Context: an optimization exercise on an open-source flow, tuned for small area and few clock cycles. The choices shown serve that exercise and are no tape-out recipe.
Function was checked by simulation only, so behaviour that the tests miss may differ from the original.
Power is estimated from default activity; no workload was simulated.

## fusion_sequencer_top
module fusion_sequencer_top
(
    input  logic        clock,
    input  logic        reset,
    input  logic        go_i,
    input  logic [15:0] input_word_i,
    input  logic [15:0] weight_word_i,
    output logic [11:0] input_addr_o,
    output logic [11:0] weight_addr_o,
    output logic [11:0] out_addr_o,
    output logic [15:0] out_data_o,
    output logic        out_write_o,
    output logic        finish_o
);
    logic [fusion_pkg::ADDR_W-1:0] read_addr;
    logic                          cfg_load;
    logic                          data;
    logic                          last;
    logic                          p8;
    logic                          p4;
    logic [fusion_pkg::WORD_W-1:0] acc;
    logic [fusion_pkg::WORD_W-1:0] sum;
    assign input_addr_o  = read_addr;
    assign weight_addr_o = read_addr;
    set_controller set_controller_inst (
        .clock        (clock),
        .reset        (reset),
        .go_i         (go_i),
        .input_word_i (input_word_i),
        .read_addr_o  (read_addr),
        .cfg_load_o   (cfg_load),
        .data_o       (data),
        .last_o       (last),
        .finish_o     (finish_o)
    );
    brick_config brick_config_inst (
        .clock        (clock),
        .cfg_load_i   (cfg_load),
        .input_word_i (input_word_i),
        .p8_o         (p8),
        .p4_o         (p4)
    );
    brick_array brick_array_inst (
        .a   (input_word_i),
        .b   (weight_word_i),
        .acc (acc),
        .p8  (p8),
        .p4  (p4),
        .sum (sum)
    );
    output_accumulator output_accumulator_inst (
        .clock       (clock),
        .reset       (reset),
        .go_i        (go_i),
        .data_i      (data),
        .last_i      (last),
        .sum_i       (sum),
        .acc_o       (acc),
        .out_addr_o  (out_addr_o),
        .out_data_o  (out_data_o),
        .out_write_o (out_write_o)
    );
endmodule
export LEC_CHECK = 0
export CAP_MARGIN = 20
export CORE_MARGIN = 2
export CORE_UTILIZATION = 40
export SLEW_MARGIN = 20
create_clock -name core_clock -period 6.0 [get_ports {clock}]
standard.sh (not shown) runs the stock make flow with config.mk's settings and CLKGATE_MAP_FILE= SYNTH_SCRIPT=/design/flow/synth_recipe.tcl, a recipe that flattens the netlist after the stock synthesis.
==> flow/flow/run.sh <==
#!/bin/bash
# The standard layout, except that Yosys's generic synthesis skips its quick
# ABC pass (synth -noabc), so that extract_fa still sees the adder tree as
# written and maps it to full adders without inverters between them. The
# technology-mapping ABC pass later in the script runs as usual.
set -euo pipefail
sed 's/yosys synth -nofsm -noshare /yosys synth -nofsm -noshare -noabc /' synth_recipe.tcl > flow_synth.tcl
grep -q -- '-noabc' flow_synth.tcl
sed "s#SYNTH_SCRIPT=[^ ]*#SYNTH_SCRIPT=$PWD/flow_synth.tcl#" standard.sh > flow_standard.sh
# Port buffers: a plain buf_2 on each input and output port
export BUFFER_PORTS_ARGS="-buffer_cell sky130_fd_sc_hd__buf_2"
bash flow_standard.sh > flow_standard.log 2>&1
Testbench counts at the start, summed over its fixed seeds: cycles 26,114.
Edit:
--- a/flow/config.mk
+++ b/flow/config.mk
@@ -9,3 +9,3 @@
 export CORE_MARGIN = 2
-export CORE_UTILIZATION = 40
+export CORE_UTILIZATION = 60
 export SLEW_MARGIN = 20
=>
- fmax climbs by about 0.7%
- worst hold slack gets better by 14 ps
- flip-flop and latch count stays the same
- final area decreases by about 3%
- clock power increases by about 11%
- routed wire length went up by 0.33%
- via count increases by 2.6%
- utilization grows by 22 points
- synthesized area is unchanged
- setup slack improved by 41 ps
Edit:
--- a/flow/config.mk
+++ b/flow/config.mk
@@ -9,3 +9,3 @@
 export CORE_MARGIN = 2
-export CORE_UTILIZATION = 60
+export CORE_UTILIZATION = 70
 export SLEW_MARGIN = 20
Outcome:
- final area goes down slightly
- routed wire length goes down by a few percent
- combinational power barely changes
- clock-buffer cell count came out higher by 1
- clock skew drops by 7.3 ps
- critical path depth grows by 1
- hold slack improved by 9.2 ps
- clock power rose by a few percent
Edit:
--- a/flow/flow/run.sh
+++ b/flow/flow/run.sh
@@ -9,4 +9,4 @@
 sed "s#SYNTH_SCRIPT=[^ ]*#SYNTH_SCRIPT=$PWD/flow_synth.tcl#" standard.sh > flow_standard.sh
-# Port buffers: a plain buf_2 on each input and output port
-export BUFFER_PORTS_ARGS="-buffer_cell sky130_fd_sc_hd__buf_2"
+# Port buffers: a plain buf_1 on each input and output port
+export BUFFER_PORTS_ARGS="-buffer_cell sky130_fd_sc_hd__buf_1"
 bash flow_standard.sh > flow_standard.log 2>&1
--- a/flow/config.mk
+++ b/flow/config.mk
@@ -9,3 +9,3 @@
 export CORE_MARGIN = 2
-export CORE_UTILIZATION = 70
+export CORE_UTILIZATION = 40
 export SLEW_MARGIN = 20
Power grows by 6.3%.
Cell area went up by 4.5%.
Die area goes up by 72%.
Register-to-register slack gets worse by 70 ps.
Wire length grows by 2.8%.
Clock-buffer cell count fell by 1.
Worst setup slack degrades by 54 ps.
Final cell count came out higher by 18%.
Sequential share of layout area decreases by 0.68 points.
Edit:
--- a/flow/flow/run.sh
+++ b/flow/flow/run.sh
@@ -9,4 +9,6 @@
 sed "s#SYNTH_SCRIPT=[^ ]*#SYNTH_SCRIPT=$PWD/flow_synth.tcl#" standard.sh > flow_standard.sh
-# Port buffers: a plain buf_1 on each input and output port
-export BUFFER_PORTS_ARGS="-buffer_cell sky130_fd_sc_hd__buf_1"
+# Port buffers: a plain buf_2 on each input and output port
+export BUFFER_PORTS_ARGS="-buffer_cell sky130_fd_sc_hd__buf_2"
+# Clock tree: smaller clock buffers and larger sink clusters
+export CTS_ARGS="-sink_clustering_enable -repair_clock_nets -buf_list {sky130_fd_sc_hd__clkbuf_8} -sink_clustering_size 40 -sink_clustering_max_diameter 150 -dont_use_dummy_load"
 bash flow_standard.sh > flow_standard.log 2>&1
--- a/flow/config.mk
+++ b/flow/config.mk
@@ -9,3 +9,3 @@
 export CORE_MARGIN = 2
-export CORE_UTILIZATION = 40
+export CORE_UTILIZATION = 70
 export SLEW_MARGIN = 20
After rerunning:
- core utilization rose by 31 points
- sequential power barely changes
- worst hold slack is better by 27 ps
- register-to-register slack improves by 80 ps
- setup slack improves by 94 ps
- via count came out higher by about 0.9%
- area after synthesis is unchanged
- critical path depth stays the same
- maximum frequency grows by 1.6%
- total power goes down by 14%
- design area decreases by about 6.5%

fusion_sequencer_top, a different RTL version from the one above (not shown whole).
Size in the first run: about 710 cells after synthesis, ~63 flip-flops, about 89 I/O pins, about 0.0077 mm² of cells after synthesis.
export LEC_CHECK = 0
export CAP_MARGIN = 20
export CORE_MARGIN = 2
export CORE_UTILIZATION = 65
export GPL_ROUTABILITY_DRIVEN = 0
export GPL_TIMING_DRIVEN = 0
export SLEW_MARGIN = 20
create_clock -name core_clock -period 6.0 [get_ports {clock}]
==> flow/flow/run.sh <==
#!/bin/bash
# The standard layout, with these changes:
# - Yosys's generic synthesis skips its quick ABC pass (synth -noabc), so that
#   extract_fa still sees the adder tree as written and maps it to full
#   adders without inverters between them; the technology-mapping ABC pass
#   later in the script runs flow/abc.script, an area-oriented mapping.
# - Port buffers come from flow/ports.tcl, run before global placement
#   (global placement is not timing driven, so nothing removes them).
# - Clock tree synthesis uses clkbuf_8 clock buffers and no dummy loads.
set -euo pipefail
sed 's/yosys synth -nofsm -noshare /yosys synth -nofsm -noshare -noabc /' synth_recipe.tcl > flow_synth.tcl
grep -q -- '-noabc' flow_synth.tcl
# The technology-mapping ABC pass runs flow/abc.script, an area-oriented
# mapping, in place of ORFS's delay-oriented script
cat > flow_abc.tcl <<EOF2
proc abc {args} {
  set i [lsearch \$args -script]
  lset args [expr {\$i + 1}] $PWD/flow/abc.script
  yosys abc {*}\$args
}
EOF2
cat flow_abc.tcl flow_synth.tcl > flow_synth2.tcl
mv flow_synth2.tcl flow_synth.tcl
sed "s#SYNTH_SCRIPT=[^ ]*#SYNTH_SCRIPT=$PWD/flow_synth.tcl#" standard.sh > flow_standard.sh
export DONT_BUFFER_PORTS=1
export PRE_GLOBAL_PLACE_TCL="$PWD/flow/ports.tcl"
export CTS_ARGS="-sink_clustering_enable -repair_clock_nets -buf_list {sky130_fd_sc_hd__clkbuf_8} -dont_use_dummy_load"
bash flow_standard.sh > flow_standard.log 2>&1
==> flow/flow/abc.script <==
&get -n
&st
&dch
&nf -R 30
&put
topo
stime -c
==> flow/flow/ports.tcl <==
# Synthesis buffers go, as the standard flow removes them before placement.
remove_buffers

# Port buffers, one per port as the standard flow places them: a buffer
# sized for the fanout on each input, the smallest buffer on each output
# (its load is the 0.01 pF port load).
buffer_ports -inputs -buffer_cell sky130_fd_sc_hd__buf_1
buffer_ports -outputs -buffer_cell sky130_fd_sc_hd__buf_1
The starting point produced a clean layout.
Testbench counts at the start, summed over its fixed seeds: cycles 26,114.
Edit:
CORE_UTILIZATION = 75   (was 65)
After rerunning: The new run produced a clean layout. Routed wire length increases slightly. Critical path depth is unchanged. Worst hold slack loses 16 ps. Non-clock buffer count increases by 1.
Edit:
--- a/flow/flow/ports.tcl
+++ b/flow/flow/ports.tcl
@@ -5,4 +5,4 @@
 # sized for the fanout on each input, the smallest buffer on each output
 # (its load is the 0.01 pF port load).
-buffer_ports -inputs -buffer_cell sky130_fd_sc_hd__buf_1
+buffer_ports -inputs -buffer_cell sky130_fd_sc_hd__buf_2
 buffer_ports -outputs -buffer_cell sky130_fd_sc_hd__buf_1
CORE_UTILIZATION = 70   (was 75)
=> Final area hardly moves. Routed wire length falls by a few percent. Clock-buffer cell count does not change. Worst setup slack degrades by 16 ps. Critical path depth does not change.

Starting RTL as in the previous note.
==> flow/design.v (excerpt) <==
module fusion_sequencer_top
(
    input  logic        clock,
    input  logic        reset,
    input  logic        go_i,
    input  logic [15:0] input_word_i,
    input  logic [15:0] weight_word_i,
    output logic [11:0] input_addr_o,
    output logic [11:0] weight_addr_o,
    output logic [11:0] out_addr_o,
    output logic [15:0] out_data_o,
    output logic        out_write_o,
    output logic        finish_o
);
export LEC_CHECK = 0
export CAP_MARGIN = 20
export CORE_MARGIN = 2
export CORE_UTILIZATION = 70
export GPL_ROUTABILITY_DRIVEN = 0
export GPL_TIMING_DRIVEN = 0
export SLEW_MARGIN = 20
create_clock -name core_clock -period 6.0 [get_ports {clock}]
==> flow/flow/run.sh <==
#!/bin/bash
# The standard layout, with these changes:
# - Yosys's generic synthesis skips its quick ABC pass (synth -noabc), so that
#   extract_fa still sees the adder tree as written and maps it to full
#   adders without inverters between them; the technology-mapping ABC pass
#   later in the script runs as usual.
# - Port buffers come from flow/ports.tcl, run before global placement
#   (global placement is not timing driven, so nothing removes them).
# - Clock tree synthesis uses clkbuf_8 clock buffers and no dummy loads.
set -euo pipefail
sed 's/yosys synth -nofsm -noshare /yosys synth -nofsm -noshare -noabc /' synth_recipe.tcl > flow_synth.tcl
grep -q -- '-noabc' flow_synth.tcl
sed "s#SYNTH_SCRIPT=[^ ]*#SYNTH_SCRIPT=$PWD/flow_synth.tcl#" standard.sh > flow_standard.sh
export DONT_BUFFER_PORTS=1
export PRE_GLOBAL_PLACE_TCL="$PWD/flow/ports.tcl"
export CTS_ARGS="-sink_clustering_enable -repair_clock_nets -buf_list {sky130_fd_sc_hd__clkbuf_8} -dont_use_dummy_load"
bash flow_standard.sh > flow_standard.log 2>&1
==> flow/flow/ports.tcl <==
# Synthesis buffers go, as the standard flow removes them before placement.
remove_buffers

# Port buffers, one per port as the standard flow places them: a buffer
# sized for the fanout on each input, the smallest buffer on each output
# (its load is the 0.01 pF port load).
buffer_ports -inputs -buffer_cell sky130_fd_sc_hd__buf_2
buffer_ports -outputs -buffer_cell sky130_fd_sc_hd__buf_1
Testbench counts at the start, summed over its fixed seeds: cycles 26,114.
Next try:
--- a/flow/flow/run.sh
+++ b/flow/flow/run.sh
@@ -6 +6 @@
-#   later in the script runs as usual.
+#   later in the script runs flow/abc.script, an area-oriented mapping.
@@ -9 +9 @@
-# - Clock tree synthesis uses clkbuf_8 clock buffers and no dummy loads.
+# - Clock tree synthesis uses clkbuf_4 clock buffers and no dummy loads.
@@ -12,0 +13,11 @@
+# The technology-mapping ABC pass runs flow/abc.script, an area-oriented
+# mapping, in place of ORFS's delay-oriented script
+cat > flow_abc.tcl <<EOF2
+proc abc {args} {
+  set i [lsearch \$args -script]
+  lset args [expr {\$i + 1}] $PWD/flow/abc.script
+  yosys abc {*}\$args
+}
+EOF2
+cat flow_abc.tcl flow_synth.tcl > flow_synth2.tcl
+mv flow_synth2.tcl flow_synth.tcl
@@ -16 +27 @@
-export CTS_ARGS="-sink_clustering_enable -repair_clock_nets -buf_list {sky130_fd_sc_hd__clkbuf_8} -dont_use_dummy_load"
+export CTS_ARGS="-sink_clustering_enable -repair_clock_nets -buf_list {sky130_fd_sc_hd__clkbuf_4} -dont_use_dummy_load"
==> flow/flow/abc.script (new file) <==
strash
dch
amap
topo
stime -c
--- a/flow/flow/ports.tcl
+++ b/flow/flow/ports.tcl
@@ -7 +7 @@
-buffer_ports -inputs -buffer_cell sky130_fd_sc_hd__buf_2
+buffer_ports -inputs -buffer_cell sky130_fd_sc_hd__buf_4
Count of clock-buffer cells in the layout stays the same.
Non-clock buffer count shrinks by 5.
Maximum frequency shrinks by about 1.8%.
Synthesized area shrinks by 5.2%.
Cell area shrinks by 2.6%.
First-iteration DRC count grows by about 40%.
Via count grows by 5.4%.
Die area shrinks by 5.0%.
Total power shrinks by about 5%.
Next try:
--- a/flow/flow/run.sh
+++ b/flow/flow/run.sh
@@ -9 +9 @@
-# - Clock tree synthesis uses clkbuf_4 clock buffers and no dummy loads.
+# - Clock tree synthesis uses clkbuf_8 clock buffers and no dummy loads.
@@ -27 +27 @@
-export CTS_ARGS="-sink_clustering_enable -repair_clock_nets -buf_list {sky130_fd_sc_hd__clkbuf_4} -dont_use_dummy_load"
+export CTS_ARGS="-sink_clustering_enable -repair_clock_nets -buf_list {sky130_fd_sc_hd__clkbuf_8} -dont_use_dummy_load"
==> flow/flow/abc.script (replaced) <==
&get -n
&st
&dch
&nf -R 30
&put
topo
stime -c
--- a/flow/flow/ports.tcl
+++ b/flow/flow/ports.tcl
@@ -7 +7 @@
-buffer_ports -inputs -buffer_cell sky130_fd_sc_hd__buf_4
+buffer_ports -inputs -buffer_cell sky130_fd_sc_hd__buf_1
The new run produced a clean layout.
Power is higher by about 5%.
Worst hold slack gains 12 ps.
Worst setup slack gains 89 ps.
Clock-buffer cell count stays the same.
Routed wire length is lower by about 3.2%.
Die area goes up by 0.72%.
Non-clock buffer count increases by 5.
Final area rose by about 0.6%.
Area after synthesis climbs by 0.75%.
Next try:
==> flow/flow/run.sh (replaced) <==
#!/bin/bash
# The standard layout, except that Yosys's generic synthesis skips its quick
# ABC pass (synth -noabc), so that extract_fa still sees the adder tree as
# written and maps it to full adders without inverters between them. The
# technology-mapping ABC pass later in the script runs as usual.
set -euo pipefail
sed 's/yosys synth -nofsm -noshare /yosys synth -nofsm -noshare -noabc /' synth_recipe.tcl > flow_synth.tcl
grep -q -- '-noabc' flow_synth.tcl
sed "s#SYNTH_SCRIPT=[^ ]*#SYNTH_SCRIPT=$PWD/flow_synth.tcl#" standard.sh > flow_standard.sh
# Port buffers: a plain buf_2 on each input and output port
export BUFFER_PORTS_ARGS="-buffer_cell sky130_fd_sc_hd__buf_2"
# Clock tree: small clock buffers, no dummy loads
export CTS_ARGS="-sink_clustering_enable -repair_clock_nets -buf_list {sky130_fd_sc_hd__clkbuf_4} -dont_use_dummy_load"
bash flow_standard.sh > flow_standard.log 2>&1
GPL_ROUTABILITY_DRIVEN = unset   (was 0)
GPL_TIMING_DRIVEN = unset   (was 0)
removed: flow/flow/abc.script
removed: flow/flow/ports.tcl
Clock-buffer cell count does not change.
Worst setup slack gets better by 72 ps.
Synthesized area climbs by a few percent.
Global-route usage drops by 1.7 points.
Register-to-register slack gets better by 70 ps.

-- what the ideal ports hide --
How much do the figures lean on ideal ports? The routed layouts below were timed once more, with nothing changed but the port constraints. Step 1: set_driving_cell puts a clkbuf_16 on clock and a buf_2 on each other input, an assumption about the parent block. Step 2, shift: input delay + t, output delay - t, t = (earliest + latest rising clock arrival at the registers) / 2. This alone moves slack from input paths to output paths. a / b / c = no drivers / after step 1 / after step 2; a / b = the first two.
| run | shift t [ns] | setup slack, ns | worst hold slack (ns) | latest minus earliest clock arrival (ns) |
|---|---|---|---|---|
| the first run of note 1 | 0.379 | 0.216 / 0.238 / -0.140 | 0.469 / 0.469 / 0.469 | 0.009 / 0.009 |
| the second run of note 1 | 0.385 | 0.257 / 0.271 / -0.114 | 0.483 / 0.483 / 0.483 | 0.014 / 0.014 |
| the third run of note 1 | 0.384 | 0.255 / 0.280 / -0.104 | 0.492 / 0.492 / 0.492 | 0.007 / 0.007 |
| the fourth run of note 1 | 0.378 | 0.201 / 0.215 / -0.163 | 0.470 / 0.470 / 0.470 | 0.009 / 0.009 |
| the fifth run of note 1 | 0.389 | 0.295 / 0.310 / -0.079 | 0.497 / 0.497 / 0.497 | 0.022 / 0.022 |
| the first run of note 2 | 0.399 | 0.147 / 0.163 / -0.237 | 0.477 / 0.477 / 0.477 | 0.025 / 0.025 |
| the second run of note 2 | 0.383 | 0.164 / 0.178 / -0.205 | 0.461 / 0.461 / 0.461 | 0.030 / 0.030 |
| the third run of note 2 | 0.389 | 0.148 / 0.159 / -0.230 | 0.479 / 0.479 / 0.479 | 0.033 / 0.034 |
| the first run of note 3 | 0.391 | 0.172 / 0.178 / -0.212 | 0.504 / 0.504 / 0.504 | 0.023 / 0.023 |
| the second run of note 3 | 0.453 | 0.067 / 0.069 / -0.384 | 0.453 / 0.453 / 0.453 | 0.048 / 0.048 |
| the third run of note 3 | 0.381 | 0.155 / 0.171 / -0.210 | 0.465 / 0.465 / 0.465 | 0.027 / 0.027 |
| the fourth run of note 3 | 0.489 | 0.228 / 0.248 / -0.241 | 0.504 / 0.504 / 0.504 | 0.015 / 0.015 |
With both steps, setup timing fails in every run listed, where it was met with ideal ports. For the fourth run of note 3, which loses most, drivers alone change the setup slack by +0.020 ns; drivers and shift together by -0.469 ns.
